What follows belongs to an exercise in optimizing a design on an open flow for small area; a production flow would make more cautious choices.
Function was checked by simulation only, so behaviour that the tests miss may differ from the original.
No activity file was given, so power comes from the tool's default toggle rates.

Design ascon_ctrl, start of the top module:
module ascon_ctrl #(
  parameter int K = ascon_pkg::K_DEF,
  parameter int A_L = ascon_pkg::A_L_DEF,
  parameter int TEXT_L = ascon_pkg::TEXT_L_DEF,
  parameter int MAX = ascon_pkg::max4(K, A_L, TEXT_L, ascon_pkg::TAG_L),
  parameter int START_CYC = 5,
  parameter int GAP_CYC = 2,
  parameter int TIMEOUT = 4095
) (
  input  logic               clk,
  input  logic               rst,
  input  logic               req_valid,
  output logic               req_ready,
  input  logic               req_mode,
  input  logic [K-1:0]       req_key,
  input  logic [ascon_pkg::NONCE_L-1:0] req_nonce,
  input  logic [A_L-1:0]     req_ad,
  input  logic [TEXT_L-1:0]  req_text,
  input  logic [ascon_pkg::TAG_L-1:0]   req_tag,
  output logic               core_key_SI,
  output logic               core_nonce_SI,
  output logic               core_ad_SI,
  output logic               core_text_SI,
  output logic               core_tag_SI,
  output logic               core_enc_start,
  output logic               core_dec_start,
  input  logic               core_text_SO,
  input  logic               core_tag_SO,
  input  logic               core_enc_done,
  input  logic               core_dec_done,
  input  logic               core_auth,
  output logic               rsp_valid,
  input  logic               rsp_ready,
  output logic [TEXT_L-1:0]  rsp_text,
  output logic [ascon_pkg::TAG_L-1:0]   rsp_tag,
  output logic               rsp_auth,
  output logic               rsp_err,
  output logic               rsp_mode,
  output logic               busy
);
Size in the first run: roughly 1800 cells after synthesis, roughly 650 flip-flops, roughly 900 I/O pins, ~0.020 mm2 of cells after synthesis.
export LEC_CHECK = 0
export ABC_AREA = 1
export CAP_MARGIN = 20
export CORE_AREA = 5 5 325 325
export DIE_AREA = 0 0 330 330
export SLEW_MARGIN = 20
create_clock -name core_clock -period 4.0 [get_ports {clk}]
standard.sh (not shown) runs the stock make flow with config.mk's settings and CLKGATE_MAP_FILE= SYNTH_SCRIPT=/design/flow/synth_recipe.tcl, a recipe that flattens the netlist after the stock synthesis.
==> flow/flow/run.sh <==
#!/bin/bash
# The standard layout (standard.sh) with three changes to how it is built:
#  - ports are buffered with the smallest buffer, sky130_fd_sc_hd__buf_1;
#  - the clock tree uses clkbuf_8 on clusters of up to 16 sinks, without dummy loads;
#  - synthesis may not pick the larger drive strengths of the lane gates (o22ai, a21oi), on
#    top of the platform's own don't-use list.
# make's full output goes to make_finish.log here; each ORFS step keeps its own log under orfs/logs.
set -euo pipefail
cd "$(dirname "$0")/.."
DONT_USE="sky130_fd_sc_hd__probe_p_8 sky130_fd_sc_hd__probec_p_8 sky130_fd_sc_hd__lpflow_bleeder_1 sky130_fd_sc_hd__lpflow_clkbufkapwr_1 sky130_fd_sc_hd__lpflow_clkbufkapwr_16 sky130_fd_sc_hd__lpflow_clkbufkapwr_2 sky130_fd_sc_hd__lpflow_clkbufkapwr_4 sky130_fd_sc_hd__lpflow_clkbufkapwr_8 sky130_fd_sc_hd__lpflow_clkinvkapwr_1 sky130_fd_sc_hd__lpflow_clkinvkapwr_16 sky130_fd_sc_hd__lpflow_clkinvkapwr_2 sky130_fd_sc_hd__lpflow_clkinvkapwr_4 sky130_fd_sc_hd__lpflow_clkinvkapwr_8 sky130_fd_sc_hd__lpflow_decapkapwr_12 sky130_fd_sc_hd__lpflow_decapkapwr_3 sky130_fd_sc_hd__lpflow_decapkapwr_4 sky130_fd_sc_hd__lpflow_decapkapwr_6 sky130_fd_sc_hd__lpflow_decapkapwr_8 sky130_fd_sc_hd__lpflow_inputiso0n_1 sky130_fd_sc_hd__lpflow_inputiso0p_1 sky130_fd_sc_hd__lpflow_inputiso1n_1 sky130_fd_sc_hd__lpflow_inputiso1p_1 sky130_fd_sc_hd__lpflow_inputisolatch_1 sky130_fd_sc_hd__lpflow_isobufsrc_1 sky130_fd_sc_hd__lpflow_isobufsrc_16 sky130_fd_sc_hd__lpflow_isobufsrc_2 sky130_fd_sc_hd__lpflow_isobufsrc_4 sky130_fd_sc_hd__lpflow_isobufsrc_8 sky130_fd_sc_hd__lpflow_isobufsrckapwr_16 sky130_fd_sc_hd__lpflow_lsbuf_lh_hl_isowell_tap_1 sky130_fd_sc_hd__lpflow_lsbuf_lh_hl_isowell_tap_2 sky130_fd_sc_hd__lpflow_lsbuf_lh_hl_isowell_tap_4 sky130_fd_sc_hd__lpflow_lsbuf_lh_isowell_4 sky130_fd_sc_hd__lpflow_lsbuf_lh_isowell_tap_1 sky130_fd_sc_hd__lpflow_lsbuf_lh_isowell_tap_2 sky130_fd_sc_hd__lpflow_lsbuf_lh_isowell_tap_4 sky130_fd_sc_hd__o22ai_2 sky130_fd_sc_hd__o22ai_4 sky130_fd_sc_hd__a21oi_2 sky130_fd_sc_hd__a21oi_4"
bash standard.sh \
  "DONT_USE_CELLS=$DONT_USE" \
  "BUFFER_PORTS_ARGS=-buffer_cell sky130_fd_sc_hd__buf_1" \
  "CTS_ARGS=-sink_clustering_enable -repair_clock_nets -dont_use_dummy_load -buf_list sky130_fd_sc_hd__clkbuf_8 -sink_clustering_size 18 -sink_clustering_max_diameter 70" \
  finish > make_finish.log 2>&1
The baseline ran to the end with no violations.
Rerun with:
--- a/flow/flow/run.sh
+++ b/flow/flow/run.sh
@@ -14 +14 @@
-  "CTS_ARGS=-sink_clustering_enable -repair_clock_nets -dont_use_dummy_load -buf_list sky130_fd_sc_hd__clkbuf_8 -sink_clustering_size 18 -sink_clustering_max_diameter 70" \
+  "CTS_ARGS=-sink_clustering_enable -repair_clock_nets -dont_use_dummy_load -buf_list sky130_fd_sc_hd__clkbuf_8 -sink_clustering_size 16 -sink_clustering_max_diameter 80" \
What happened:
- The changed run finished clean
- total power grows by 0.31%
- cell count stays flat
- sequential share of layout area stays flat
- global-route usage hardly moves
- design area is about the same
- first-iteration DRC count grows by 9.2%
- area after synthesis stays the same
- non-clock buffer count is unchanged
- worst hold slack gets worse by 0.0070 ns
- wire length is about the same

* * *

Another version of the RTL of ascon_ctrl (not shown whole).
Size in the first run: roughly 2000 cells after synthesis, about 900 I/O pins, roughly 23000 um^2 of cells after synthesis.
export LEC_CHECK = 0
export CAP_MARGIN = 20
export CORE_AREA = 5 5 325 325
export DIE_AREA = 0 0 330 330
export SLEW_MARGIN = 20
create_clock -name core_clock -period 4.0 [get_ports {clk}]
run.sh (not shown) runs the stock make flow with config.mk's settings and CLKGATE_MAP_FILE= SYNTH_SCRIPT=/design/flow/synth_recipe.tcl, a recipe that flattens the netlist after the stock synthesis.
Stock flow here: none of the scripts above is used.
The first run finished clean.
Then changed:
==> flow/flow/run.sh (new file) <==
#!/bin/bash
set -euo pipefail
cd "$(dirname "$0")/.."
bash standard.sh \
  "BUFFER_PORTS_ARGS=-buffer_cell sky130_fd_sc_hd__buf_1" \
  "CTS_ARGS=-sink_clustering_enable -repair_clock_nets -dont_use_dummy_load -buf_list sky130_fd_sc_hd__clkbuf_4" \
  finish > make_finish.log 2>&1
==> flow/standard.sh (new file) <==
#!/bin/bash
# synth_recipe.tcl (not shown) runs the flow's synth.tcl, then flattens the netlist and writes it again
# the make line also repeats each setting of config.mk as NAME=value (left out here)
make -C /OpenROAD-flow-scripts/flow DESIGN_CONFIG=/design/flow/config.mk WORK_HOME=/design/flow/orfs CLKGATE_MAP_FILE= SYNTH_SCRIPT=/design/flow/synth_recipe.tcl "${@:-finish}"
removed: flow/run.sh
Outcome: Via count increases by 18%; critical path depth increases by 1; power fell by 14%; count of clock-buffer cells in the layout went up by 61.

==> afterwards: timing with drivers on the ports <==
How much do the figures lean on ideal ports? The routed layouts below were timed once more, with nothing changed but the port constraints.
Step 1: set_driving_cell puts a clkbuf_16 on clk and a buf_2 on each other input, an assumption about the parent block.
Step 2 adds t to the input delays and takes it off the output delays; t is the mean of the earliest and latest rising clock arrival at the registers after step 1. Input paths then give back, and output paths get back, about the clock's delay inside the block.
Slacks: ideal ports / drivers / drivers and shift; pairs: ideal ports / drivers.
run	t, ns	slack for setup (ns)	worst hold slack (ns)	worst register clock-pin slew, ns	pins driven straight from the clock port
the first run of note 1	0.701	0.758 / 0.706 / 1.407	0.251 / 0.226 / 0.339	0.12 / 0.12	1
the second run of note 1	0.707	0.762 / 0.712 / 1.418	0.244 / 0.225 / 0.367	0.12 / 0.12	1
the first run of note 2	0.690	0.416 / 0.353 / 0.999	0.389 / 0.389 / 0.389	0.06 / 0.06	1
the second run of note 2	1.018	0.504 / 0.445 / 1.327	0.174 / 0.163 / 0.329	0.07 / 0.07	1
After both steps every run listed still meets setup and hold.
